From an optimization exercise on the open Yosys and OpenROAD flow, aimed at small area; shortcuts taken in it are not production practice. Function was checked by simulation only, so behaviour that the tests miss may differ from the original. No activity file was given, so power comes from the tool's default toggle rates.

==> flow/design.v (excerpt) <==
module adxl345_reader (
    input  logic                  CLK,
    input  logic                  RESET,
    input  adxl_pkg::word_addr_t  raddr,
    output logic [31:0]           rdata,
    input  logic [6:0]            i2c_address,
    input  logic                  interval_enable,
    input  logic [31:0]           interval_cycles,
    input  logic                  single_request,
    output logic                  single_done,
    output adxl_pkg::byte_t       m_axis_tdata,
    output logic [7:0]            m_axis_tuser,
    output logic                  m_axis_tvalid,
    output logic                  m_axis_tlast,
    input  logic                  m_axis_tready,
    input  adxl_pkg::byte_t       s_axis_tdata,
    input  logic                  s_axis_tvalid,
    input  logic                  s_axis_tlast,
    output logic                  s_axis_tready
);
For scale: about 530 flip-flops, ~110 I/O pins, roughly 19000 µm² of cells after synthesis.
==> module adxl345_reader, before the edit <==
module adxl345_reader (
    input  logic                  CLK,
    input  logic                  RESET,
    input  adxl_pkg::word_addr_t  raddr,
    output logic [31:0]           rdata,
    input  logic [6:0]            i2c_address,
    input  logic                  interval_enable,
    input  logic [31:0]           interval_cycles,
    input  logic                  single_request,
    output logic                  single_done,
    output adxl_pkg::byte_t       m_axis_tdata,
    output logic [7:0]            m_axis_tuser,
    output logic                  m_axis_tvalid,
    output logic                  m_axis_tlast,
    input  logic                  m_axis_tready,
    input  adxl_pkg::byte_t       s_axis_tdata,
    input  logic                  s_axis_tvalid,
    input  logic                  s_axis_tlast,
    output logic                  s_axis_tready
);
    localparam int NB = 58;
    logic tv, s1, s0;
    logic st_len, st_ptr, st_read, st_rx;
    logic busy, seq_idle, rx_fire;
    assign st_len        = tv & ~s0;
    assign st_ptr        = tv & s0 & ~s1;
    assign st_read       = tv & s1;
    assign st_rx         = ~tv & s1;
    assign busy          = tv | s1 | s0;      
    assign seq_idle      = ~tv & ~s1;         
    assign m_axis_tvalid = tv;
    assign m_axis_tlast  = s0;
    assign m_axis_tdata  = {2'b00, s1, s1, s1, 1'b0, s1, ~s0};
    assign s_axis_tready = st_rx;
    assign rx_fire       = st_rx & s_axis_tvalid;
    logic [19:0] count;
    logic        pending;
    logic        single_q;
    logic        fire;
    logic        rst_q;
    assign fire = !busy && (pending || (interval_enable && (rst_q || count == 20'd0)));
    always_ff @(posedge CLK) begin
        if (RESET) begin
            pending <= 1'b0;
        end else begin
            pending <= single_request | (pending & ~fire);
        end
    end
    logic reload;
    assign reload = busy || !interval_enable || fire;
    always_ff @(posedge CLK) begin
        if (reload) begin
            count[19:7] <= interval_cycles[19:7];
        end else begin
            count[19:7] <= count[19:7] - 13'(count[6:0] == 7'd0);
        end
    end
    always_ff @(posedge CLK) begin
        if (st_rx || (!busy && reload)) begin
            count[6:0] <= interval_cycles[6:0];
        end else if (!busy) begin
            count[6:0] <= count[6:0] - 7'd1;
        end else if (seq_idle) begin
            count[6:0] <= i2c_address;          
        end
    end
    always_ff @(posedge CLK) begin
        if (fire) single_q <= pending;
    end
    always_ff @(posedge CLK) begin
        if (RESET) begin
            tv <= 1'b0;
            s1 <= 1'b0;
            s0 <= 1'b0;
        end else begin
            tv <= (seq_idle && s0) | (tv && !(st_read && m_axis_tready));
            s0 <= fire || (tv && (s1 ? !m_axis_tready : (s0 || m_axis_tready)));
            s1 <= (st_ptr && m_axis_tready) | (s1 && !(rx_fire && s_axis_tlast));
        end
    end
    always_ff @(posedge CLK) begin
        single_done <= !RESET && rx_fire && s_axis_tlast && single_q;
    end
    assign m_axis_tuser = {count[6:0], s1};
    logic [7:0] wd, wd2;
    logic       wr, wr2;
    logic [5:0] wp;        
    logic [5:0] wp_inc;
    assign wp_inc = wp + 6'd1;
    logic [3:0] raddr_q;
    always_ff @(posedge CLK) begin
        wd      <= s_axis_tdata;
        wd2     <= wd;
        wr      <= !RESET && rx_fire;
        wr2     <= wr;
        rst_q   <= RESET;
        raddr_q <= raddr;
        if (st_len)   wp <= '0;
        else if (wr2) wp <= wp_inc;
    end
    logic [5:0] hw;
    always_ff @(posedge CLK) begin
        if (rst_q)                 hw <= '0;
        else if (wr2 && wp == hw)  hw <= wp_inc;
    end
    logic [7:0] mem [NB];
    for (genvar k = 0; k < NB; k++) begin : g_byte
        always_ff @(posedge CLK) begin
            if (wr2 && wp == 6'(k)) mem[k] <= wd2;
        end
    end
    logic [8*NB-1:0] mem_flat;
    for (genvar k = 0; k < NB; k++) begin : g_flat
        assign mem_flat[8*k +: 8] = mem[k];
    end
    adxl_host_read u_host (
        .raddr_q(raddr_q), .hw(hw), .rst_q(rst_q),
        .mem_flat(mem_flat), .rdata(rdata)
    );
endmodule
==> flow/config.mk <==
export PLATFORM = sky130hd
export DESIGN_NAME = adxl345_reader
export DESIGN_NICKNAME = adxl345_reader
export VERILOG_FILES = /design/flow/design.v
export SDC_FILE = /design/flow/constraint.sdc
export NUM_CORES = 4
export LEC_CHECK = 0
export CAP_MARGIN = 20
export CORE_MARGIN = 2
export CORE_UTILIZATION = 55
export PLACE_DENSITY = 0.7
export SLEW_MARGIN = 20
==> flow/constraint.sdc <==
create_clock -name core_clock -period 10.0 [get_ports {CLK}]
set_input_delay 2.0000 -clock core_clock [delete_from_list [all_inputs] [get_ports {CLK}]]
set_output_delay 2.0000 -clock core_clock [all_outputs]
set_load 0.01 [all_outputs]
standard.sh (not shown) runs the stock make flow with config.mk's settings and CLKGATE_MAP_FILE= SYNTH_SCRIPT=/design/flow/synth_recipe.tcl, a recipe that flattens the netlist after the stock synthesis.
==> flow/flow/run.sh <==
#!/bin/bash
# Layout flow: the standard flow (standard.sh) with
#  - a gate-level read multiplexer and an area-oriented ABC mapping in
#    synthesis (flow/synth.tcl); registers are
#    mapped before ABC, so they are the standard synthesis's, and
#    match_names.py gives them the standard synthesis's instance names;
#  - the smallest buffer on the ports;
#  - a clock tree of small (clkbuf_4) leaf buffers without dummy loads.
set -euo pipefail
W=$(pwd)
R=$W/orfs/results/$FLOW_PLATFORM/adxl345_reader/base
KNOBS=(
  BUFFER_PORTS_ARGS="-buffer_cell sky130_fd_sc_hd__buf_1"
  CTS_ARGS="-sink_clustering_enable -repair_clock_nets -sink_clustering_size 10 -sink_clustering_max_diameter 50 -buf_list sky130_fd_sc_hd__clkbuf_4 -dont_use_dummy_load"
)
# standard synthesis, kept for its register names
bash standard.sh synth > "$W/std_synth.log" 2>&1
cp "$R/1_2_yosys.v" "$W/std_synth.v"
rm -f "$R/1_2_yosys.v" "$R/1_synth.odb" "$R/1_synth.sdc"
# area-oriented synthesis
bash standard.sh SYNTH_SCRIPT="$W/flow/synth.tcl" "${KNOBS[@]}" "$R/1_2_yosys.v" > "$W/area_synth.log" 2>&1
python3 "$W/flow/match_names.py" "$W/std_synth.v" "$R/1_2_yosys.v" > "$W/match_names.log" 2>&1
bash standard.sh SYNTH_SCRIPT="$W/flow/synth.tcl" "${KNOBS[@]}" finish > "$W/standard.log" 2>&1
Other scripts of this flow, unchanged in this note and not shown: flow/flow/gen_rdmux.py, flow/flow/match_names.py, flow/flow/synth.tcl
The starting point finished clean.
Rerun with:
--- a/flow/design.v
+++ b/flow/design.v
@@ -68,13 +68,12 @@
     localparam int NB = 58;
     logic tv, s1, s0;
     logic st_len, st_ptr, st_read, st_rx;
-    logic busy, seq_idle, rx_fire;
+    logic busy, rx_fire;
     assign st_len        = tv & ~s0;
     assign st_ptr        = tv & s0 & ~s1;
     assign st_read       = tv & s1;
     assign st_rx         = ~tv & s1;
-    assign busy          = tv | s1 | s0;      
-    assign seq_idle      = ~tv & ~s1;         
+    assign busy          = tv | s1;
     assign m_axis_tvalid = tv;
     assign m_axis_tlast  = s0;
     assign m_axis_tdata  = {2'b00, s1, s1, s1, 1'b0, s1, ~s0};
@@ -82,33 +81,25 @@
     assign rx_fire       = st_rx & s_axis_tvalid;
     logic [19:0] count;
     logic        pending;
+    logic        req;
     logic        single_q;
     logic        fire;
     logic        rst_q;
-    assign fire = !busy && (pending || (interval_enable && (rst_q || count == 20'd0)));
+    assign fire = !busy && !req && (pending || (interval_enable && (rst_q || count == 20'd0)));
     always_ff @(posedge CLK) begin
         if (RESET) begin
+            req     <= 1'b0;
             pending <= 1'b0;
         end else begin
+            req     <= fire;
             pending <= single_request | (pending & ~fire);
         end
     end
-    logic reload;
-    assign reload = busy || !interval_enable || fire;
     always_ff @(posedge CLK) begin
-        if (reload) begin
-            count[19:7] <= interval_cycles[19:7];
+        if (busy || !interval_enable || fire) begin
+            count <= interval_cycles[19:0];      
         end else begin
-            count[19:7] <= count[19:7] - 13'(count[6:0] == 7'd0);
-        end
-    end
-    always_ff @(posedge CLK) begin
-        if (st_rx || (!busy && reload)) begin
-            count[6:0] <= interval_cycles[6:0];
-        end else if (!busy) begin
-            count[6:0] <= count[6:0] - 7'd1;
-        end else if (seq_idle) begin
-            count[6:0] <= i2c_address;          
+            count <= count - 20'd1;
         end
     end
     always_ff @(posedge CLK) begin
@@ -120,15 +111,19 @@
             s1 <= 1'b0;
             s0 <= 1'b0;
         end else begin
-            tv <= (seq_idle && s0) | (tv && !(st_read && m_axis_tready));
-            s0 <= fire || (tv && (s1 ? !m_axis_tready : (s0 || m_axis_tready)));
+            tv <= (!busy && req) | (tv && !(st_read && m_axis_tready));
+            s0 <= tv && (s1 ? !m_axis_tready : (s0 || m_axis_tready));
             s1 <= (st_ptr && m_axis_tready) | (s1 && !(rx_fire && s_axis_tlast));
         end
     end
     always_ff @(posedge CLK) begin
         single_done <= !RESET && rx_fire && s_axis_tlast && single_q;
     end
-    assign m_axis_tuser = {count[6:0], s1};
+    logic [6:0] addr_q;
+    always_ff @(posedge CLK) begin
+        if (!busy) addr_q <= i2c_address;
+    end
+    assign m_axis_tuser = {addr_q, s1};
     logic [7:0] wd, wd2;
     logic       wr, wr2;
     logic [5:0] wp;        
=> The changed run finished clean. Utilization fell by 0.42 points. Via count fell by 0.87%. Total power hardly moves. Routed wire length rose by 0.52%. Die area rose by 0.54%. Synthesized area rose by 0.56%. Sequential power stays flat. Setup slack got worse by 0.31 ns. Global-route usage stays flat. Worst hold slack improved by 0.014 ns.

separate check: timing with driven ports:
Ports are ideal in the flow. The routed layouts listed here were re-timed in OpenROAD.
Step 1 (the two cells are an assumption about what drives the block):
set clk [get_ports {CLK}]
set_driving_cell -lib_cell sky130_fd_sc_hd__clkbuf_16 $clk
set_driving_cell -lib_cell sky130_fd_sc_hd__buf_2 [delete_from_list [all_inputs] $clk]
Step 2 also shifts input and output timing later by t, the mid clock arrival at the registers, as if the neighbouring blocks saw the same clock.
Slacks: ideal / step 1 / step 2; pairs: ideal / step 1.
run | shift t [ns] | setup WS [ns] | worst register clock-pin slew, ns
the first run | 0.787 | 4.505 / 4.457 / 5.245 | 0.12 / 0.12
the second run | 0.814 | 4.195 / 4.146 / 4.960 | 0.11 / 0.11
After both steps setup and hold are still met in every run listed.
